Context: an optimization exercise on an open-source flow, tuned for small area and a short achievable clock period. The choices shown serve that exercise and are no tape-out recipe.
Only simulation tests tie the RTL to the original design; equivalence was not proved.

== run 1 ==
## mul_div_unit
module mul_div_unit #(
    parameter int WIDTH   = 32,
    parameter int MUL_LAT = 5,
    parameter int DIV_LAT = 10
) (
    input  logic             clk,
    input  logic             reset,
    input  logic             start,
    input  logic [2:0]       op,
    input  logic [WIDTH-1:0] a,
    input  logic [WIDTH-1:0] b,
    input  logic             flush,
    output logic             busy,
    output logic             done,
    output logic [WIDTH-1:0] hi,
    output logic [WIDTH-1:0] lo
);
Size in the first run: ~2400 cells after synthesis, roughly 180 flip-flops, roughly 140 I/O pins, roughly 0.018 mm2 of cells after synthesis.
export LEC_CHECK = 0
export ABC_AREA = 1
export CAP_MARGIN = 20
export CORE_MARGIN = 2
export CORE_UTILIZATION = 65
export SLEW_MARGIN = 20
create_clock -name core_clock -period 90.0 [get_ports {clk}]
standard.sh (not shown) runs the stock make flow with config.mk's settings and CLKGATE_MAP_FILE= SYNTH_SCRIPT=/design/flow/synth_recipe.tcl, a recipe that flattens the netlist after the stock synthesis.
==> flow/flow/run.sh <==
#!/bin/bash
set -euo pipefail
bash standard.sh \
  BUFFER_PORTS_ARGS="-buffer_cell sky130_fd_sc_hd__buf_1" \
  CTS_ARGS="-sink_clustering_enable -repair_clock_nets -buf_list sky130_fd_sc_hd__clkbuf_16 -dont_use_dummy_load" \
  SETUP_SLACK_MARGIN=70.6 \
  finish > standard.log 2>&1
[inputs] run 2 vs run 1
- changing CORE_UTILIZATION from 65 to 78
diff --git a/flow/flow/run.sh b/flow/flow/run.sh
--- a/flow/flow/run.sh
+++ b/flow/flow/run.sh
@@ -6 +6 @@
-  SETUP_SLACK_MARGIN=70.6 \
+  SETUP_SLACK_MARGIN=70.8 \
--- outcome ---
Run 2 vs. run 1: total iterations of the first detailed-routing run went up by 8.
Summary of run 2 over run 1: global-route total usage across every layer went up 7.7 points, post-DP HPWL went down 160 um, final worst slack went up 0.065 ns.
Input changes introduced in run 3 (baseline for comparison: run 2):
- changing CORE_UTILIZATION from 78 to 65
==> flow/flow/run.sh <==
#!/bin/bash
# The standard layout (standard synthesis included), with the port
# buffers made from the smallest plain buffer, the clock tree built from
# clkbuf_8 and clkbuf_16 without dummy loads, and timing repair aiming for
# a 71 ns setup slack at the design's clock period.
set -euo pipefail
bash standard.sh \
  BUFFER_PORTS_ARGS="-buffer_cell sky130_fd_sc_hd__buf_1" \
  CTS_ARGS="-sink_clustering_enable -repair_clock_nets -buf_list {sky130_fd_sc_hd__clkbuf_8 sky130_fd_sc_hd__clkbuf_16} -dont_use_dummy_load" \
  SETUP_SLACK_MARGIN=71 \
  finish > standard.log 2>&1
Results
- Comparing run 2 and run 3, share of cell area taken by multi-input logic gates is higher on run 2.
- Compared with run 2, initial DRC count in run 3 decreased by more than a quarter.
- Changes observed in run 3 relative to run 2: routability-driven placement congestion ratio lower, final wirelength lower, total instance count after detailed placement higher.
- Changes observed in run 3 relative to run 2: delay of the slowest cell on the worst path went down; area of all placed cells without fillers went up; period utilization did not really move.
Edits applied to the flow inputs when going from run 3 to run 4:
- setting GPL_TIMING_DRIVEN to 0 for the first time
==> flow/flow/run.sh <==
#!/bin/bash
set -euo pipefail
bash standard.sh \
  BUFFER_PORTS_ARGS="-buffer_cell sky130_fd_sc_hd__buf_1" \
  CTS_ARGS="-sink_clustering_enable -repair_clock_nets -buf_list sky130_fd_sc_hd__clkbuf_16 -dont_use_dummy_load" \
  SETUP_SLACK_MARGIN=71 \
  finish > standard.log 2>&1
CTS clock-pin slew for the worst setup and hold paths in run 4 is 0.02 ns below run 3.
Cells: run 4 has more instances than run 3
On number of placement rows, run 4 and run 3 are neck and neck.
Of the two values seen for critical path launch point, hi[30]$_DFFE_PP0P_ was produced by run 4 and hi[28]$_DFFE_PP0P_ by run 3.
## Diff of input files: run 5 against run 4
- a deleted GPL_TIMING_DRIVEN that had been 0
### Flow results
Between run 4 and run 5, the flow reports length of routed wiring on met1 decreasing by a few percent. Relative to run 4, worst setup slack has decreased by 0.041 ns in run 5. In run 5, the multi-input combinational area share came out 0.78 points above the value in run 4. Post-placement worst setup slack was lower in the run labelled run 5. Comparing run 5 with run 4, the worst-case clock skew came out essentially unchanged. The first element of the critical path comes out hi[28]$_DFFE_PP0P_ in one run and hi[30]$_DFFE_PP0P_ in the other, namely in run 5 and run 4 respectively. Measured against each other, run 5 and run 4 differ in worst path arrival time, the higher figure coming from run 5. Run 5 against run 4: share of the clock period used by the worst path closely matched the old numbers, share of layout cells above drive strength 1 moved up, count of sequential standard cells has remained practically unchanged. Critical path capture point: hi[28] -> run 5, hi[30] -> run 4.
What run 6 does differently from run 5 at the input level:
diff --git a/flow/flow/run.sh b/flow/flow/run.sh
--- a/flow/flow/run.sh
+++ b/flow/flow/run.sh
@@ -6 +6 @@
-  SETUP_SLACK_MARGIN=71 \
+  SETUP_SLACK_MARGIN=70.8 \
==> run notes <==
Delta (run 6 minus run 5): sequential share of layout area now sits higher; final critical delay including setup and external delays now sits higher; fraction of synthesized area in multiplexers now sits at about the same level.
Of run 6 and run 5, the run reporting the lower final cell count was run 6.
Between run 6 and run 5, the via count figures differ only marginally.
On via-per-instance ratio, run 6 and run 5 are neck and neck.
Taking run 5 as the reference, in run 6 layout buffering overhead excluding clock cells lower; total routed wirelength lower.

========
== the baseline ==
Another version of the RTL of mul_div_unit (not shown whole).
Size in the first run: ~2,400 cells after synthesis, about 190 flip-flops, about 140 I/O pins, about 18,000 um2 of cells after synthesis.
## mul_div_unit
module mul_div_unit #(
    parameter int WIDTH   = 32,
    parameter int MUL_LAT = 5,
    parameter int DIV_LAT = 10
) (
    input  logic             clk,
    input  logic             reset,
    input  logic             start,
    input  logic [2:0]       op,
    input  logic [WIDTH-1:0] a,
    input  logic [WIDTH-1:0] b,
    input  logic             flush,
    output logic             busy,
    output logic             done,
    output logic [WIDTH-1:0] hi,
    output logic [WIDTH-1:0] lo
);
export LEC_CHECK = 0
export ABC_AREA = 1
export CAP_MARGIN = 20
export CORE_MARGIN = 2
export CORE_UTILIZATION = 65
export SLEW_MARGIN = 20
create_clock -name core_clock -period 90.0 [get_ports {clk}]
==> flow/flow/run.sh <==
#!/bin/bash
set -euo pipefail
bash standard.sh \
  BUFFER_PORTS_ARGS="-buffer_cell sky130_fd_sc_hd__buf_1" \
  CTS_ARGS="-sink_clustering_enable -repair_clock_nets -buf_list sky130_fd_sc_hd__clkbuf_16 -dont_use_dummy_load" \
  SETUP_SLACK_MARGIN=71 \
  finish > standard.log 2>&1
The inputs of the candidate differ from those of the baseline as listed below.
==> flow/flow/run.sh <==
#!/bin/bash
# The standard layout (standard synthesis included), with the port
# buffers made from the smallest plain buffer, and a clock tree of
# clkbuf_8 under a clkbuf_16 root, without dummy loads.
set -euo pipefail
bash standard.sh \
  BUFFER_PORTS_ARGS="-buffer_cell sky130_fd_sc_hd__buf_1" \
  CTS_ARGS="-sink_clustering_enable -repair_clock_nets -root_buf sky130_fd_sc_hd__clkbuf_16 -buf_list sky130_fd_sc_hd__clkbuf_8 -sink_clustering_size 12 -dont_use_dummy_load" \
  finish > standard.log 2>&1
### Flow results
Cmp the candidate vs the baseline: maximum fanout encountered on the critical timing path higher in the candidate. Taking the baseline as the reference, in the candidate timing-limited maximum frequency fell 1.7%; worst setup slack fell 330 ps; clock skew rose 7.9 ps. Average wire per cell in the routed design (the candidate over the baseline): decrease, 0.45%.

========
## job 4960
mul_div_unit, a different RTL version from the one above (not shown whole).
Size: about 2400 cells after synthesis, ~180 flip-flops, about 18000 um^2 of cells after synthesis.
==> flow/config.mk <==
export PLATFORM = sky130hd
export DESIGN_NAME = mul_div_unit
export DESIGN_NICKNAME = mul_div_unit
export VERILOG_FILES = /design/flow/design.v
export SDC_FILE = /design/flow/constraint.sdc
export NUM_CORES = 4
export LEC_CHECK = 0
export ABC_AREA = 1
export CAP_MARGIN = 20
export CORE_MARGIN = 2
export CORE_UTILIZATION = 65
export SLEW_MARGIN = 20
==> flow/constraint.sdc <==
create_clock -name core_clock -period 90.0 [get_ports {clk}]
set_input_delay 18.0000 -clock core_clock [delete_from_list [all_inputs] [get_ports {clk}]]
set_output_delay 18.0000 -clock core_clock [all_outputs]
set_load 0.01 [all_outputs]
==> flow/flow/run.sh <==
#!/bin/bash
set -euo pipefail
bash standard.sh \
  BUFFER_PORTS_ARGS="-buffer_cell sky130_fd_sc_hd__buf_1" \
  CTS_ARGS="-repair_clock_nets -buf_list sky130_fd_sc_hd__clkbuf_16 -dont_use_dummy_load" \
  SETUP_SLACK_MARGIN=70.8 \
  finish > standard.log 2>&1
Modified inputs, job 9860 compared to job 4960
==> flow/flow/run.sh <==
#!/bin/bash
set -euo pipefail
bash standard.sh \
  BUFFER_PORTS_ARGS="-buffer_cell sky130_fd_sc_hd__buf_1" \
  CTS_ARGS="-sink_clustering_enable -repair_clock_nets -buf_list sky130_fd_sc_hd__clkbuf_16 -sink_clustering_size 30 -sink_clustering_max_diameter 150 -sink_clustering_levels 1 -dont_use_dummy_load" \
  SETUP_SLACK_MARGIN=70.8 \
  finish > standard.log 2>&1
### Flow results
Job 9860 -> job 4960: cell area after synthesis flat. Job 4960 and job 9860 ended up with roughly the same critical path data arrival time. As far as clock skew goes, job 4960 and job 9860 are indistinguishable; the numbers are identical. Reported for job 9860 and job 4960, global-route wire length before repair turned out identical to the last digit.

========
== Q ==
RTL: one of the versions met above, not the one the previous note started from.
For scale: about 180 flip-flops, roughly 140 I/O pins, roughly 18000 um^2 of cells after synthesis.
Settings: LEC_CHECK=0, ABC_AREA=1, CAP_MARGIN=20, CORE_MARGIN=2, CORE_UTILIZATION=65, SLEW_MARGIN=20; clock period 90.0 ns.
==> flow/flow/run.sh <==
#!/bin/bash
set -euo pipefail
bash standard.sh \
  BUFFER_PORTS_ARGS="-buffer_cell sky130_fd_sc_hd__buf_1" \
  CTS_ARGS="-sink_clustering_enable -repair_clock_nets -buf_list sky130_fd_sc_hd__clkbuf_16 -dont_use_dummy_load" \
  SETUP_SLACK_MARGIN=71.4 \
  finish > standard.log 2>&1
--- input diff Q..S ---
--- a/flow/flow/run.sh
+++ b/flow/flow/run.sh
@@ -6 +6 @@
-  SETUP_SLACK_MARGIN=71.4 \
+  SETUP_SLACK_MARGIN=71 \
--- a/flow/config.mk
+++ b/flow/config.mk
@@ -11 +11 @@
-export CORE_UTILIZATION = 65
+export CORE_UTILIZATION = 78
==> comparison <==
- Fraction of the cycle the final worst path needs: Q vs S — no meaningful difference
- Die outline height: S vs Q down 8.5%
- Relative to Q, cell count of the worst reg-to-reg path decreased by about 3.6% in S.
- Diff Q -> S | total detailed-routing wirelength | down by more than 10%

[afterwards: timing with drivers on the ports]
In the flow no input, the clock included, has a driving cell. The finished layouts below were timed again as built, in two steps.
Step 1 (the two cells are an assumption about what drives the block):
set clk [get_ports {clk}]
set_driving_cell -lib_cell sky130_fd_sc_hd__clkbuf_16 $clk
set_driving_cell -lib_cell sky130_fd_sc_hd__buf_2 [delete_from_list [all_inputs] $clk]
Step 2, shift: input delay + t, output delay - t, t = (earliest + latest rising clock arrival at the registers) / 2. This alone moves slack from input paths to output paths.
a / b / c = ideal / step 1 / step 2; a / b = the first two.
run	t (ns)	setup WS [ns]	worst hold slack (ns)	clock arrival spread, ns	slew at the worst register clock pin (ns)
run 1	0.491	70.821 / 70.853 / 70.362	0.476 / 0.476 / 0.476	0.047 / 0.047	0.10 / 0.10
run 2	0.494	70.886 / 70.905 / 70.421	0.489 / 0.489 / 0.489	0.041 / 0.041	0.09 / 0.09
run 3	0.495	70.961 / 70.908 / 70.598	0.483 / 0.483 / 0.483	0.046 / 0.047	0.10 / 0.10
run 4	0.490	71.003 / 70.947 / 70.622	0.479 / 0.479 / 0.479	0.042 / 0.042	0.09 / 0.09
run 5	0.495	70.961 / 70.908 / 70.598	0.483 / 0.483 / 0.483	0.046 / 0.047	0.10 / 0.10
run 6	0.491	70.942 / 70.891 / 70.535	0.480 / 0.480 / 0.480	0.040 / 0.040	0.09 / 0.09
the baseline	0.486	70.997 / 70.945 / 70.640	0.484 / 0.484 / 0.484	0.037 / 0.038	0.09 / 0.09
the candidate	0.457	70.664 / 70.696 / 70.239	0.479 / 0.479 / 0.479	0.046 / 0.046	0.12 / 0.12
job 4960	0.491	70.942 / 70.891 / 70.535	0.480 / 0.480 / 0.480	0.040 / 0.040	0.09 / 0.09
job 9860	0.491	70.942 / 70.891 / 70.535	0.480 / 0.480 / 0.480	0.040 / 0.040	0.09 / 0.09
Q	0.504	70.978 / 70.922 / 70.683	0.448 / 0.448 / 0.448	0.041 / 0.041	0.10 / 0.10
S	0.496	70.965 / 70.912 / 70.575	0.484 / 0.484 / 0.484	0.034 / 0.035	0.09 / 0.09
After both steps setup and hold are still met in every run listed. For run 2, which loses most, drivers alone change the setup slack by +0.019 ns; drivers and shift together by -0.465 ns.
